What follows belongs to an exercise in optimizing a design on an open flow for small area, a short achievable clock period and few clock cycles per item; a production flow would make more cautious choices.
In this exercise RTL edits were held to simulation tests only and were not proved equivalent to the original.
No activity file was given, so power comes from the tool's default toggle rates.

[flow/run.sh]
#!/bin/bash
# synth_recipe.tcl (not shown) runs the flow's synth.tcl, then flattens the netlist and writes it again
# the make line also repeats each setting of config.mk as NAME=value (left out here)
make -C /OpenROAD-flow-scripts/flow DESIGN_CONFIG=/design/flow/config.mk WORK_HOME=/design/flow/orfs CLKGATE_MAP_FILE= SYNTH_SCRIPT=/design/flow/synth_recipe.tcl finish
[flow/config.mk]
export PLATFORM = sky130hd
export DESIGN_NAME = rx_flow_top
export DESIGN_NICKNAME = rx_flow_top
export VERILOG_FILES = /design/flow/design.v
export SDC_FILE = /design/flow/constraint.sdc
export NUM_CORES = 4
export LEC_CHECK = 0
export CAP_MARGIN = 20
export CORE_MARGIN = 2
export CORE_UTILIZATION = 40
export PLACE_DENSITY = 0.6
export SLEW_MARGIN = 20
[flow/constraint.sdc]
create_clock -name core_clock -period 8.0 [get_ports {clk}]
set_input_delay 1.6000 -clock core_clock [delete_from_list [all_inputs] [get_ports {clk}]]
set_output_delay 1.6000 -clock core_clock [all_outputs]
set_load 0.01 [all_outputs]
[flow/design.v]
package rx_pkg;
    localparam int FLOW_CNT  = 8;
    localparam int FLOWID_W  = 3;
    localparam int IP_ADDR_W = 32;
    localparam int PORT_W    = 16;
    localparam int SEQ_W     = 32;
    localparam int LEN_W     = 16;
    localparam logic [SEQ_W-1:0] SERVER_ISN = 32'h6a3c_0000;  
    localparam int TCP_FLAG_SYN = 1;
    localparam int TCP_FLAG_ACK = 4;
    typedef struct packed {
        logic [IP_ADDR_W-1:0] src_ip;
        logic [IP_ADDR_W-1:0] dst_ip;
        logic [PORT_W-1:0]    src_port;
        logic [PORT_W-1:0]    dst_port;
    } four_tuple_t;
    typedef struct packed {
        four_tuple_t          tuple;
        logic [SEQ_W-1:0]     seq_num;
        logic [SEQ_W-1:0]     ack_num;
        logic [7:0]           flags;
        logic [LEN_W-1:0]     payload_len;
    } rx_hdr_t;
    typedef enum logic {
        TX_SYN_ACK = 1'b0,
        TX_ACK     = 1'b1
    } tx_kind_e;
    typedef struct packed {
        tx_kind_e             kind;
        logic [FLOWID_W-1:0]  flowid;
        four_tuple_t          tuple;     
        logic [SEQ_W-1:0]     seq_num;
        logic [SEQ_W-1:0]     ack_num;
    } tx_req_t;
    typedef struct packed {
        logic [FLOWID_W-1:0]  flowid;
        four_tuple_t          tuple;
    } new_flow_t;
endpackage
`timescale 1ns/1ps
module flow_lookup_table (
     input  logic                           clk
    ,input  logic                           rst_n
    ,input  rx_pkg::four_tuple_t            tuple
    ,output logic                           hit
    ,output logic   [rx_pkg::FLOWID_W-1:0]  hit_flowid
    ,output logic                           full
    ,output logic   [rx_pkg::FLOWID_W-1:0]  free_flowid
    ,input  logic                           insert
    ,input  logic   [rx_pkg::FLOWID_W-1:0]  insert_flowid
);
    logic           [rx_pkg::FLOW_CNT-1:0]  valid;
    logic   [2*rx_pkg::IP_ADDR_W+2*rx_pkg::PORT_W-1:0]   tuple_mem [0:rx_pkg::FLOW_CNT-1];
    logic           [rx_pkg::FLOW_CNT-1:0]  match;
    always_ff @(posedge clk) begin
        if (!rst_n) begin
            valid <= '0;
        end else if (insert) begin
            valid[insert_flowid] <= 1'b1;
        end
    end
    always_ff @(posedge clk) begin
        if (insert) begin
            tuple_mem[insert_flowid] <= tuple;
        end
    end
    always_comb begin
        for (int i = 0; i < rx_pkg::FLOW_CNT; i++) begin
            match[i] = valid[i] && (tuple_mem[i] == tuple);
        end
    end
    always_comb begin
        hit        = 1'b0;
        hit_flowid = '0;
        for (int i = 0; i < rx_pkg::FLOW_CNT; i++) begin
            if (match[i]) begin
                hit        = 1'b1;
                hit_flowid = rx_pkg::FLOWID_W'(i);
            end
        end
    end
    always_comb begin
        free_flowid = '0;
        for (int i = rx_pkg::FLOW_CNT - 1; i >= 0; i--) begin
            if (!valid[i]) free_flowid = rx_pkg::FLOWID_W'(i);
        end
    end
    assign full = &valid;
endmodule
`timescale 1ns/1ps
module rx_state_table (
     input  logic                           clk
    ,input  logic                           rst_n
    ,input  rx_pkg::rx_hdr_t                hdr_q
    ,input  logic   [rx_pkg::FLOWID_W-1:0]  state_flowid
    ,input  logic                           state_init
    ,input  logic                           state_wr
    ,output logic   [rx_pkg::SEQ_W-1:0]     reply_ack
);
    logic   [rx_pkg::SEQ_W-1:0]     exp_seq [0:rx_pkg::FLOW_CNT-1];    
    logic   [rx_pkg::FLOW_CNT-1:0]  flow_live;
    logic   [rx_pkg::SEQ_W-1:0]     exp_cur;
    assign exp_cur = exp_seq[state_flowid];
    always_comb begin
        if (state_init) begin
            reply_ack = hdr_q.seq_num + 1'b1;                   
        end else if (hdr_q.seq_num == exp_cur) begin
            reply_ack = hdr_q.seq_num + rx_pkg::SEQ_W'(hdr_q.payload_len);
        end else begin
            reply_ack = exp_cur;                                 
        end
    end
    always_ff @(posedge clk) begin
        if (state_wr) begin
            exp_seq[state_flowid] <= reply_ack;
        end
    end
    always_ff @(posedge clk) begin
        if (!rst_n) begin
            flow_live <= '0;
        end else if (state_wr && state_init) begin
            flow_live[state_flowid] <= 1'b1;
        end
    end
endmodule
`timescale 1ns/1ps
module tx_req_builder (
     input  logic                           clk
    ,input  logic                           rst_n
    ,input  logic                           load
    ,input  rx_pkg::tx_kind_e               kind
    ,input  logic   [rx_pkg::FLOWID_W-1:0]  flowid
    ,input  rx_pkg::rx_hdr_t                hdr_q
    ,input  logic   [rx_pkg::SEQ_W-1:0]     reply_ack
    ,output logic                           tx_req_val
    ,output rx_pkg::tx_req_t                tx_req
    ,input  logic                           tx_rdy
    ,output logic                           busy
);
    always_ff @(posedge clk) begin
        if (!rst_n) begin
            tx_req_val <= 1'b0;
        end else if (load) begin
            tx_req_val <= 1'b1;
        end else if (tx_rdy) begin
            tx_req_val <= 1'b0;
        end
    end
    always_ff @(posedge clk) begin
        if (load) begin
            tx_req.kind           <= kind;
            tx_req.flowid         <= flowid;
            tx_req.tuple.src_ip   <= hdr_q.tuple.dst_ip;
            tx_req.tuple.dst_ip   <= hdr_q.tuple.src_ip;
            tx_req.tuple.src_port <= hdr_q.tuple.dst_port;
            tx_req.tuple.dst_port <= hdr_q.tuple.src_port;
            tx_req.seq_num        <= (kind == rx_pkg::TX_SYN_ACK) ? rx_pkg::SERVER_ISN : rx_pkg::SERVER_ISN + 1'b1;
            tx_req.ack_num        <= reply_ack;
        end
    end
    assign busy = tx_req_val && !tx_rdy;     
endmodule
`timescale 1ns/1ps
module rx_issue_ctrl (
     input  logic                           clk
    ,input  logic                           rst_n
    ,input  logic                           hdr_val
    ,input  rx_pkg::rx_hdr_t                hdr
    ,output logic                           hdr_rdy
    ,output rx_pkg::rx_hdr_t                hdr_q
    ,input  logic                           hit
    ,input  logic   [rx_pkg::FLOWID_W-1:0]  hit_flowid
    ,input  logic                           full
    ,input  logic   [rx_pkg::FLOWID_W-1:0]  free_flowid
    ,output logic                           insert
    ,output logic   [rx_pkg::FLOWID_W-1:0]  insert_flowid
    ,output logic                           state_wr
    ,output logic                           state_init
    ,output logic   [rx_pkg::FLOWID_W-1:0]  state_flowid
    ,output logic                           load
    ,output rx_pkg::tx_kind_e               kind
    ,output logic   [rx_pkg::FLOWID_W-1:0]  flowid
    ,input  logic                           busy
    ,output logic                           new_flow_val
    ,output rx_pkg::new_flow_t              new_flow
    ,output logic                           drop_val
);
    typedef enum logic [1:0] {
        IDLE,
        DECIDE,
        ISSUE,
        WAIT_TX
    } state_e;
    typedef enum logic [1:0] {
        PATH_DROP,
        PATH_NEW,
        PATH_EST
    } path_e;
    state_e                 state;
    path_e                  path_q;
    logic   [rx_pkg::FLOWID_W-1:0]  flowid_q;
    logic                   syn;
    assign hdr_rdy = (state == IDLE);
    assign syn     = hdr_q.flags[rx_pkg::TCP_FLAG_SYN];
    always_ff @(posedge clk) begin
        if (!rst_n) begin
            state <= IDLE;
        end else begin
            case (state)
                IDLE:    if (hdr_val) state <= DECIDE;
                DECIDE:  state <= ISSUE;
                ISSUE:   state <= (path_q == PATH_DROP) ? IDLE : WAIT_TX;
                WAIT_TX: if (!busy) state <= IDLE;
                default: state <= IDLE;
            endcase
        end
    end
    always_ff @(posedge clk) begin
        if (hdr_val && hdr_rdy) begin
            hdr_q <= hdr;
        end
    end
    always_ff @(posedge clk) begin
        if (state == DECIDE) begin
            if (!hit && syn && !full) begin
                path_q   <= PATH_NEW;
                flowid_q <= free_flowid;
            end else if (hit && !syn) begin
                path_q   <= PATH_EST;
                flowid_q <= hit_flowid;
            end else begin
                path_q   <= PATH_DROP;
                flowid_q <= hit_flowid;
            end
        end
    end
    assign insert        = (state == ISSUE) && (path_q == PATH_NEW);
    assign insert_flowid = flowid_q;
    assign state_wr      = (state == ISSUE) && (path_q != PATH_DROP);
    assign state_init    = (path_q == PATH_NEW);
    assign state_flowid  = flowid_q;
    assign load          = (state == ISSUE) && (path_q != PATH_DROP);
    assign kind          = (path_q == PATH_NEW) ? rx_pkg::TX_SYN_ACK : rx_pkg::TX_ACK;
    assign flowid        = flowid_q;
    always_ff @(posedge clk) begin
        if (!rst_n) begin
            new_flow_val <= 1'b0;
            drop_val     <= 1'b0;
        end else begin
            new_flow_val <= (state == ISSUE) && (path_q == PATH_NEW);
            drop_val     <= (state == ISSUE) && (path_q == PATH_DROP);
        end
    end
    always_ff @(posedge clk) begin
        if (state == ISSUE) begin
            new_flow.flowid <= flowid_q;
            new_flow.tuple  <= hdr_q.tuple;
        end
    end
endmodule
`timescale 1ns/1ps
module rx_flow_top (
     input  logic                       clk
    ,input  logic                       rst_n
    ,input  logic                       hdr_val
    ,input  logic   [183:0]             hdr
    ,output logic                       hdr_rdy
    ,output logic                       tx_req_val
    ,output logic   [163:0]             tx_req
    ,input  logic                       tx_rdy
    ,output logic                       new_flow_val
    ,output logic   [98:0]              new_flow
    ,output logic                       drop_val
);
    rx_pkg::rx_hdr_t                hdr_s;
    rx_pkg::tx_req_t                tx_req_s;
    rx_pkg::new_flow_t              new_flow_s;
    assign hdr_s    = hdr;
    assign tx_req   = tx_req_s;
    assign new_flow = new_flow_s;
    rx_pkg::rx_hdr_t                hdr_q;
    logic                   hit;
    logic   [rx_pkg::FLOWID_W-1:0]  hit_flowid;
    logic                   full;
    logic   [rx_pkg::FLOWID_W-1:0]  free_flowid;
    logic                   insert;
    logic   [rx_pkg::FLOWID_W-1:0]  insert_flowid;
    logic                   state_wr;
    logic                   state_init;
    logic   [rx_pkg::FLOWID_W-1:0]  state_flowid;
    logic   [rx_pkg::SEQ_W-1:0]     reply_ack;
    logic                   load;
    rx_pkg::tx_kind_e               kind;
    logic   [rx_pkg::FLOWID_W-1:0]  flowid;
    logic                   busy;
    rx_issue_ctrl issue_ctrl (
         .clk           (clk            )
        ,.rst_n         (rst_n          )
        ,.hdr_val       (hdr_val        )
        ,.hdr           (hdr_s          )
        ,.hdr_rdy       (hdr_rdy        )
        ,.hdr_q         (hdr_q          )
        ,.hit           (hit            )
        ,.hit_flowid    (hit_flowid     )
        ,.full          (full           )
        ,.free_flowid   (free_flowid    )
        ,.insert        (insert         )
        ,.insert_flowid (insert_flowid  )
        ,.state_wr      (state_wr       )
        ,.state_init    (state_init     )
        ,.state_flowid  (state_flowid   )
        ,.load          (load           )
        ,.kind          (kind           )
        ,.flowid        (flowid         )
        ,.busy          (busy           )
        ,.new_flow_val  (new_flow_val   )
        ,.new_flow      (new_flow_s     )
        ,.drop_val      (drop_val       )
    );
    flow_lookup_table lookup_table (
         .clk           (clk            )
        ,.rst_n         (rst_n          )
        ,.tuple         (hdr_q.tuple    )
        ,.hit           (hit            )
        ,.hit_flowid    (hit_flowid     )
        ,.full          (full           )
        ,.free_flowid   (free_flowid    )
        ,.insert        (insert         )
        ,.insert_flowid (insert_flowid  )
    );
    rx_state_table state_table (
         .clk           (clk            )
        ,.rst_n         (rst_n          )
        ,.hdr_q         (hdr_q          )
        ,.state_flowid  (state_flowid   )
        ,.state_init    (state_init     )
        ,.state_wr      (state_wr       )
        ,.reply_ack     (reply_ack      )
    );
    tx_req_builder req_builder (
         .clk           (clk            )
        ,.rst_n         (rst_n          )
        ,.load          (load           )
        ,.kind          (kind           )
        ,.flowid        (flowid         )
        ,.hdr_q         (hdr_q          )
        ,.reply_ack     (reply_ack      )
        ,.tx_req_val    (tx_req_val     )
        ,.tx_req        (tx_req_s       )
        ,.tx_rdy        (tx_rdy         )
        ,.busy          (busy           )
    );
endmodule
==> reports/qor.log <==
[clock_tree] number of buffers between clock root and the deepest sink 3
[synthesis] sequential fraction of the synthesis area 0.715
[timing] f_max 180 MHz
[place] RePlAce Congestion 0.961
[synthesis] biggest area contributors in the synthesized netlist sky130_fd_sc_hd__edfxtp_1 71%, sky130_fd_sc_hd__xnor2_1 6.4%, sky130_fd_sc_hd__nand2b_1 3.8%, sky130_fd_sc_hd__nand4_1 3.0%, sky130_fd_sc_hd__mux4_2 1.6%
[global_routing] first-pass GRT wire length 274 mm
[clock_tree] clk slew on worst S/H paths 0.06 ns
[global_routing] overflow left after global routing 0
[timing] total negative setup slack 0 ns
[timing] transition time of the tightest slew-check pin 1.15 ns
[clock_tree] CTS Root Cell sky130_fd_sc_hd__clkbuf_16
[place] HPWL Detailed 134 mm
[detailed_routing] routed length on met1 82.8 mm
[setup_path] data required time at the worst endpoint 8.41 ns
[clock_tree] depth of the CTS H-tree 4
[synthesis] count of flip-flops with a built-in enable after synthesis 1405
[floorplanning] Die H 390 µm
[clock_tree] post-CTS setup repair buffer count 0
[synthesis] cell taking the most area after synthesis sky130_fd_sc_hd__edfxtp_1
[timing] final worst path period share 0.693
[timing] final number of hold-violating endpoints 0
[power_and_ir_drop] pwr/cell area 244 nW/µm²
[min_path] path type of the worst min-delay path flop to flop
[synthesis] flip-flop and latch count after synthesis 1421
[global_routing] number of global-route vias before repair 35746
[floorplanning] die width 390 µm
[timing] Slew Limit Headroom 0.229
[synthesis] post-synthesis cell count 3856
[clock_tree] Resize count post-CTS 0
[setup_path] crit path max fanout 25
[cells_and_area] count of non-filler cells in the finished layout 6465
[global_routing] antenna violations before repair 11
[cells_and_area] filler cell count 12576
[timing] final count of negative-setup-slack endpoints 0
[detailed_routing] Iter 0 DRT Violations 4536
[detailed_routing] vias post-DR 37054
[cells_and_area] number of nets in the layout 4617
[detailed_routing] first-pass detailed-route iteration total 8
[synthesis] Avg Cell Area, Syn 15.4 µm²
[timing] setup repair after global routing missed its margin false
[detailed_routing] drc violations 0
[detailed_routing] number of nets with antenna violations after routing 0
[synthesis] leading register cell type out of synthesis sky130_fd_sc_hd__edfxtp_1
[clock_tree] CTS Hold Bufs 0
[floorplanning] area of the die 152000 µm²
[run] Max-Cap Viols 0
[detailed_routing] total detailed-routing wirelength 198 mm
[clock_tree] worst-skew pair later-pin latency 0.80 ns
[timing] total count of max-transition violations in the final report 0
[setup_path] sort of element at the start of the critical path flop
[detailed_routing] average wire length per cell after detail routing 30.6 µm
[place] total instance count after detailed placement 6178
[synthesis] proportion of synthesized flip-flops having asynchronous set or reset 0
[cells_and_area] fraction of final layout cells sized beyond drive strength 1 0.101
[floorplanning] Initial Util 0.403
[setup_path] endpoint type of the worst setup path flop
[synthesis] distinct cell type count of the synthesized netlist 73
[run_status] outcome timing/DRC/antenna clean
[power_and_ir_drop] Leakage Power 22.8 nW
[synthesis] summed instance area of the synthesized netlist 59500 µm²
[place] port buffer count 384
[detailed_routing] uppermost signal routing layer after detailed routing met5
[synthesis] area share of the leading cell type in the synthesized netlist 0.709
[global_routing] pin count of the biggest net entering global routing 134
[setup_path] critical path class flop to flop
[cells_and_area] area delta synth->final 20.2%
[setup_path] critical path data arrival time 5.96 ns
[setup_path] worst-case register-to-register setup slack 2.45 ns
[timing] final critical delay including setup and external delays 5.55 ns
[floorplanning] Site Rows 141
[timing] worst clock skew on the final layout 0.0443 ns
[detailed_routing] amount of wire on met3 after detailed routing 16.3 mm
[clock_tree] Clock Sinks 1421
[power_and_ir_drop] worst supply voltage drop on vdd 0.191 mV
[global_routing] GRT Resource Usage Total 0.256
[floorplanning] number of primary I/O pins 455
[clock_tree] CTS tree yes
[clock_tree] Num CTS Buffers 155
[detailed_routing] length of routed met2 wiring 90.9 mm
[synthesis] Syn. warnings 4
[detailed_routing] DR vias/cell 5.73
[setup_path] number of cells on the worst reg-to-reg path 12
[setup_path] capturing element of the worst setup path state_table.exp_seq[4][31]
[floorplanning] Core Area 148000 µm²
[setup_path] reg2reg end state_table.exp_seq[4][31]
-- power by group --
part / internal [mW] / switching (mW)
combinational: 0.570 / 1.10
sequential: 8.45 / 0.158
clock: 4.15 / 3.02
-- final cells by class --
type	instances	area [µm²]	share of cell area
Sequential cell	1421	42500	0.595
Antenna cell	3	7.51	0.000105
Timing Repair Buffer	538	5060	0.0708
Clock buffer	196	4160	0.0582
Inverter	113	428	0.00599
Tap cell	1930	2410	0.0338
Clock inverter	86	881	0.0123
Multi-Input combinational cell	2178	16000	0.224
-- worst min-delay path by stage --
stage	startpoint	end	slack, ns	cells after the start
after floorplan	issue_ctrl.flowid_q[2]	issue_ctrl.new_flow[98]	0.44	0
after global placement	issue_ctrl.hdr_q[100]	issue_ctrl.new_flow[12]	0.43	0
after detailed placement	issue_ctrl.hdr_q[100]	issue_ctrl.new_flow[12]	0.44	0
after CTS	issue_ctrl.hdr_q[100]	issue_ctrl.new_flow[12]	0.45	0
after global routing	issue_ctrl.hdr_q[100]	issue_ctrl.new_flow[12]	0.48	0
final	issue_ctrl.hdr_q[100]	issue_ctrl.new_flow[12]	0.45	0
-- cells by family (layout without fill, tap and decap cells) --
| logic type | count (synthesis) | after routing | share of synthesized area |
|---|---|---|---|
| AOI/OAI and AO/OA | 339 | 339 | 0.0417 |
| xor gates and xnor gates | 536 | 536 | 0.0789 |
| adders and majority gates | 22 | 22 | 0.00475 |
| buffers and inverters | 286 | 933 | 0.0212 |
| DFF | 1421 | 1421 | 0.715 |
| muxes | 107 | 107 | 0.0275 |
| other | 2 | 34 | 0.000126 |
| and+or+nand+nor | 1143 | 1143 | 0.111 |
-- critical path: stages (launching register included) --
cell and delay, ns:
sky130_fd_sc_hd__dfxtp_2 0.82, sky130_fd_sc_hd__buf_4 0.45, sky130_fd_sc_hd__nor2_1 0.08, sky130_fd_sc_hd__buf_4 0.23
sky130_fd_sc_hd__a22o_1 0.24, sky130_fd_sc_hd__o21a_1 0.17, sky130_fd_sc_hd__nor4b_1 0.57, sky130_fd_sc_hd__nand4_1 0.33
sky130_fd_sc_hd__nor4_4 0.59, sky130_fd_sc_hd__buf_4 0.42, sky130_fd_sc_hd__nand2_1 0.38, sky130_fd_sc_hd__o21ai_1 0.46
sky130_fd_sc_hd__a31oi_1 0.39
-- flip-flops by register name (all words and copies together) (netlist names), named ones only --
register,count
req_builder.tx_req,132
issue_ctrl.path_q,2
lookup_table.valid,8
issue_ctrl.flowid_q,3
issue_ctrl.drop_val,1
req_builder.tx_req_val,1
issue_ctrl.state,2
lookup_table.tuple_mem,768
issue_ctrl.new_flow,99
issue_ctrl.hdr_q,145
issue_ctrl.new_flow_val,1
state_table.exp_seq,256
-- metrics by stage --
stage / setup WS (ns) / area [µm²] / power [mW] / utilization / hold WS, ns
6_report: 2.45 / 71500 / 17.4 / 0.484 / 0.451
5_1_grt: 2.22 / 71500 / 17.9 / 0.484 / 0.478
4_1_cts: 2.35 / 71400 / 17.6 / 0.483 / 0.454
3_5_place_dp: 2.39 / 66400 / 10.4 / 0.449 / 0.440
3_3_place_gp: 2.46 / 66300 / 10.4 / 0.449 / 0.433
2_1_floorplan: 0.725 / 59600 / 9.57 / - / 0.443
-- cells in the final DEF, fill, tap and decap left out, types with 16 or more instances in the layout --
cell	count
sky130_fd_sc_hd__a21oi_1	51
sky130_fd_sc_hd__a22o_1	20
sky130_fd_sc_hd__a22oi_1	16
sky130_fd_sc_hd__buf_4	149
sky130_fd_sc_hd__clkbuf_1	34
sky130_fd_sc_hd__clkbuf_16	160
sky130_fd_sc_hd__clkdlybuf4s50_1	384
sky130_fd_sc_hd__clkinv_1	34
sky130_fd_sc_hd__clkinv_2	21
sky130_fd_sc_hd__conb_1	31
sky130_fd_sc_hd__edfxtp_1	1405
sky130_fd_sc_hd__ha_1	21
sky130_fd_sc_hd__inv_1	111
sky130_fd_sc_hd__mux2i_1	53
sky130_fd_sc_hd__mux4_2	43
sky130_fd_sc_hd__nand2_1	100
sky130_fd_sc_hd__nand2b_1	360
sky130_fd_sc_hd__nand3_1	70
sky130_fd_sc_hd__nand4_1	287
sky130_fd_sc_hd__nor2_1	69
sky130_fd_sc_hd__nor2b_1	27
sky130_fd_sc_hd__nor3_1	57
sky130_fd_sc_hd__nor4_1	99
sky130_fd_sc_hd__o2111ai_1	53
sky130_fd_sc_hd__o21ai_0	35
sky130_fd_sc_hd__o22ai_1	34
sky130_fd_sc_hd__xnor2_1	438
sky130_fd_sc_hd__xor2_1	98
-- Yosys cell counts, types with 15 or more instances --
master and count:
sky130_fd_sc_hd__ha_1 21, sky130_fd_sc_hd__xnor2_1 438, sky130_fd_sc_hd__xor2_1 98, sky130_fd_sc_hd__o21ai_0 35, sky130_fd_sc_hd__nand2_1 100, sky130_fd_sc_hd__nand4_1 287
sky130_fd_sc_hd__mux2i_1 53, sky130_fd_sc_hd__mux4_2 43, sky130_fd_sc_hd__inv_1 112, sky130_fd_sc_hd__o22ai_1 34, sky130_fd_sc_hd__a22o_1 20, sky130_fd_sc_hd__nor4_1 101
sky130_fd_sc_hd__nor2b_1 28, sky130_fd_sc_hd__nand2b_1 360, sky130_fd_sc_hd__buf_4 38, sky130_fd_sc_hd__nor3_1 63, sky130_fd_sc_hd__edfxtp_1 1405, sky130_fd_sc_hd__dfxtp_1 16
sky130_fd_sc_hd__a22oi_1 16, sky130_fd_sc_hd__o2111ai_1 53, sky130_fd_sc_hd__nor2_1 79, sky130_fd_sc_hd__nand3_1 70, sky130_fd_sc_hd__and3_1 15, sky130_fd_sc_hd__clkbuf_1 115
sky130_fd_sc_hd__a21oi_1 51
-- routing by layer --
metal / vias up / track usage
li1: 15880 / -
met1: 18958 / 0.358
met2: 1855 / 0.402
met3: 359 / 0.0470
met4: 2 / 0.0908
met5: - / 0
Testbench counts, summed over its fixed seeds: cycles 45,965, headers 12,800.

==> static timing again, ports no longer ideal <==
How much do the figures lean on ideal ports? The routed layout below was timed once more, with nothing changed but the port constraints.
Step 1 sets driving cells, clkbuf_16 on the clock port and buf_2 on the other inputs (assumed; they add their load-dependent delay and slew).
Step 2 times the ports against the registers' clock, not the clock port: input delays grow and output delays shrink by t, the midpoint of the rising clock arrivals with the driver on.
a / b / c = no drivers / after step 1 / after step 2; a / b = the first two.
t, ns: 0.859
setup slack, ns: 2.453 / 2.453 / 2.453
clock arrival spread, ns: 0.046 / 0.046
slew at the worst register clock pin (ns): 0.07 / 0.07
worst data-port slew with drivers (ns): 0.08
After both steps this run still meets setup and hold. The setup slack of this run moves by 0.000 ns with the drivers and by 0.000 ns with both steps.
